What follows belongs to an exercise in optimizing a design on an open flow for small area, a short achievable clock period and few clock cycles per item; a production flow would make more cautious choices. RTL that was checked went through simulation tests only; none was proved equivalent to the original. No activity file was given, so power comes from the tool's default toggle rates.

==> flow/design.v (excerpt) <==
module mac_pipe (
  input  logic               clk,
  input  logic               rst,
  input  logic               in_valid,
  output logic               in_ready,
  input  logic               in_first,
  input  logic               in_last,
  input  logic [71:0]        kernel_in,
  input  logic [71:0]        map_in,
  input  logic signed [31:0] bias,
  input  logic [4:0]         shift,
  output logic               out_valid,
  input  logic               out_ready,
  output logic signed [7:0]  mac_out
);
Size in the first run: roughly 200 I/O pins, ~0.027 mm2 of cells after synthesis.
clock: 7.5 ns
lec_check: 0
abc_area: 1
cap_margin: 20
core_margin: 2
core_utilization: 60
cts_cluster_diameter: 80
cts_cluster_size: 30
setup_slack_margin: 4.0
slew_margin: 20
standard.sh (not shown) runs the stock make flow with config.mk's settings and CLKGATE_MAP_FILE= SYNTH_SCRIPT=/design/flow/synth_recipe.tcl, a recipe that flattens the netlist after the stock synthesis.
==> flow/flow/run.sh <==
#!/bin/bash
# Layout flow: the standard flow with two changes.
#  1. After the standard synthesis, flow/polarity.py re-chooses which full
#     adders work on complemented signals and swaps simple gates for their
#     De Morgan / complemented-output twins, so fewer inverters remain
#     (registers are left as synthesis made them). Yosys then proves the new
#     netlist equivalent to the standard one (registers paired by name); if
#     that proof fails, the standard netlist is laid out instead.
#  2. Ports are buffered with sky130_fd_sc_hd__buf_1 instead of the default
#     pick; timing repair still resizes them as needed.
# Each tool's output goes to a log file of its own in this folder.
set -euo pipefail
R=orfs/results/${FLOW_PLATFORM:-sky130hd}/mac_pipe/base
LIB=$(ls "$FLOW_HOME"/platforms/${FLOW_PLATFORM:-sky130hd}/lib/sky130_fd_sc_hd__tt_025C_1v80.lib)
bash standard.sh "$(pwd)/$R/1_2_yosys.v" > synth.log 2>&1
cp "$R/1_2_yosys.v" 1_2_yosys.standard.v
python3 flow/polarity.py 1_2_yosys.standard.v 1_2_yosys.polarity.v > polarity.log 2>&1
python3 flow/hide_names.py 1_2_yosys.polarity.v polarity_hidden.v > hide.log 2>&1
sed "s#@LIB@#$LIB#" flow/equiv.ys > equiv.ys
YOSYS=$(command -v yosys || echo "$FLOW_HOME/../tools/install/yosys/bin/yosys")
if "$YOSYS" -q -l equiv.log equiv.ys > equiv.out 2>&1; then
  cp 1_2_yosys.polarity.v "$R/1_2_yosys.v"
  echo "polarity netlist proven equivalent; using it" >> polarity.log
else
  echo "equivalence not proven; keeping the standard netlist" >> polarity.log
fi
BUFFER_PORTS_ARGS="-buffer_cell sky130_fd_sc_hd__buf_1" bash standard.sh finish > layout.log 2>&1
Other scripts of this flow, unchanged in this note and not shown: flow/flow/equiv.ys, flow/flow/hide_names.py, flow/flow/polarity.py
Next try:
--- a/flow/design.v
+++ b/flow/design.v
@@ -2142,45 +2142,41 @@
   always_ff @(posedge clk or posedge rst) begin
     if (rst) begin
       c1_valid <= 1'b0;
       w_valid <= 1'b0;
     end else begin
       c1_valid <= take;
       w_valid <= c1_valid;
     end
   end
   logic [31:0] acc;
   logic [31:0] acc_base;
   logic        a_res;
-  logic        a_clr;
   logic [4:0]  a_shift;
-  assign acc_base = (w_first || a_clr) ? 32'd0 : acc;
+  assign acc_base = w_first ? 32'd0 : acc;
   logic [31:0] acc_s;
   logic [31:0] acc_c;
   logic [31:0] acc_next;
   always_comb begin
     for (int i = 0; i < 32; i++) begin
       {acc_c[i], acc_s[i]} = {1'b0, acc_base[i]} + {1'b0, w_a[i]} + {1'b0, w_b[i]};
     end
   end
   assign acc_next = acc_s + {acc_c[30:0], 1'b0};
-  always_ff @(posedge clk) begin
-    acc <= acc_next;
-  end
   always_ff @(posedge clk or posedge rst) begin
     if (rst) begin
-      a_clr <= 1'b1;
+      acc   <= 32'd0;
       a_res <= 1'b0;
     end else begin
-      a_clr <= 1'b0;
+      acc <= acc_next;
       a_res <= w_valid && w_last;
     end
   end
   always_ff @(posedge clk) begin
     a_shift <= w_shift;
   end
   logic signed [32:0] xs;
   logic [31:0]        hi_mask;
   logic               ovf;
   logic [7:0]         q8;
   logic               rb;
   logic [7:0]         rq;
@@ -2192,61 +2188,62 @@
     for (int i = 7; i < 32; i++) begin
       hi_mask[i] = a_shift <= 5'(i - 7);
     end
     ovf     = |((acc ^ {32{acc[31]}}) & hi_mask);
     if (ovf) begin
       rq = acc[31] ? 8'h80 : 8'h7f;
     end else if (!acc[31] && q8 == 8'h7f && rb) begin
       rq = 8'h7f;
     end else begin
       rq = q8 + {7'd0, rb};
     end
   end
-  logic [7:0]      q_mem [5];
-  logic [4:0]      q_wr;
-  logic [4:0]      q_rd;
+  logic [7:0]      q_mem [4];
+  logic [3:0]      q_wr;
+  logic [3:0]      q_rd;
   logic [2:0]      q_cnt;
   logic [2:0]      q_cnt_n;
   logic [2:0]      n_out;
   logic [2:0]      n_out_n;
   logic            ask;
   logic            pop;
+  logic            n_full;
   assign pop     = out_valid && out_ready;
   assign ask     = take && in_last;
   assign q_cnt_n = q_cnt + 3'(a_res) - 3'(pop);
   assign n_out_n = n_out + 3'(ask) - 3'(pop);
   always_ff @(posedge clk) begin
-    for (int i = 0; i < 5; i++) begin
+    for (int i = 0; i < 4; i++) begin
       if (a_res && q_wr[i]) begin
         q_mem[i] <= rq;
       end
     end
   end
   always_ff @(posedge clk or posedge rst) begin
     if (rst) begin
-      q_wr      <= 5'd1;
-      q_rd      <= 5'd1;
+      q_wr      <= 4'd1;
+      q_rd      <= 4'd1;
       q_cnt     <= '0;
       n_out     <= '0;
       out_valid <= 1'b0;
-      in_ready  <= 1'b1;
+      n_full    <= 1'b0;
     end else begin
       if (a_res) begin
-        q_wr <= {q_wr[3:0], q_wr[4]};
+        q_wr <= {q_wr[2:0], q_wr[3]};
       end
       if (pop) begin
-        q_rd <= {q_rd[3:0], q_rd[4]};
+        q_rd <= {q_rd[2:0], q_rd[3]};
       end
       q_cnt     <= q_cnt_n;
       n_out     <= n_out_n;
       out_valid <= a_res || q_cnt > 3'd1 || (q_cnt == 3'd1 && !pop);
-      in_ready  <= n_out < 3'd4 || (n_out == 3'd4 && (!ask || pop))
-                   || (n_out == 3'd5 && pop);
+      n_full    <= n_out_n == 3'd4;
     end
   end
+  assign in_ready = !n_full || pop;
   always_comb begin
     mac_out = '0;
-    for (int i = 0; i < 5; i++) begin
+    for (int i = 0; i < 4; i++) begin
       mac_out = mac_out | (q_rd[i] ? q_mem[i] : 8'd0);
     end
   end
 endmodule
Outcome:
- The changed run completed without violations
- cell area came out lower by 0.33%
- clock skew stays flat
- worst setup slack gets better by 13 ps
- combinational power came out higher by about 20%
- first-iteration DRC count came out lower by about 9%
- total power came out higher by 10%
- routed wire length came out lower by 1.1%
- flip-flop and latch count came out lower by 11
- utilization came out lower by 0.22 points
- via count came out lower by about 0.65%
- die area is about the same
Testbench counts after the change, summed over its fixed seeds: cycles 7,044, items 7,012.
Function not checked in the first run of this note: the RTL went through the layout flow alone.

[separate check: timing with driven ports]
The results above use ideal ports. As a check the final layouts listed here were re-extracted and re-timed, cells and wires unchanged. Step 1 sets driving cells, clkbuf_16 on the clock port and buf_2 on the other inputs (assumed; they add their load-dependent delay and slew). Step 2 also shifts input and output timing later by t, the mid clock arrival at the registers, as if the neighbouring blocks saw the same clock. a / b / c = ideal / step 1 / step 2; a / b = the first two.
run | t, ns | setup slack, ns | clock arrival spread, ns | slew at the worst register clock pin (ns)
the first run | 0.605 | 4.004 / 4.004 / 3.513 | 0.031 / 0.031 | 0.11 / 0.11
the second run | 0.589 | 4.017 / 4.017 / 3.487 | 0.027 / 0.028 | 0.12 / 0.12
After both steps every run listed still meets setup and hold. The setup slack of the second run, which loses most, moves by 0.000 ns with the drivers and by -0.530 ns with both steps.
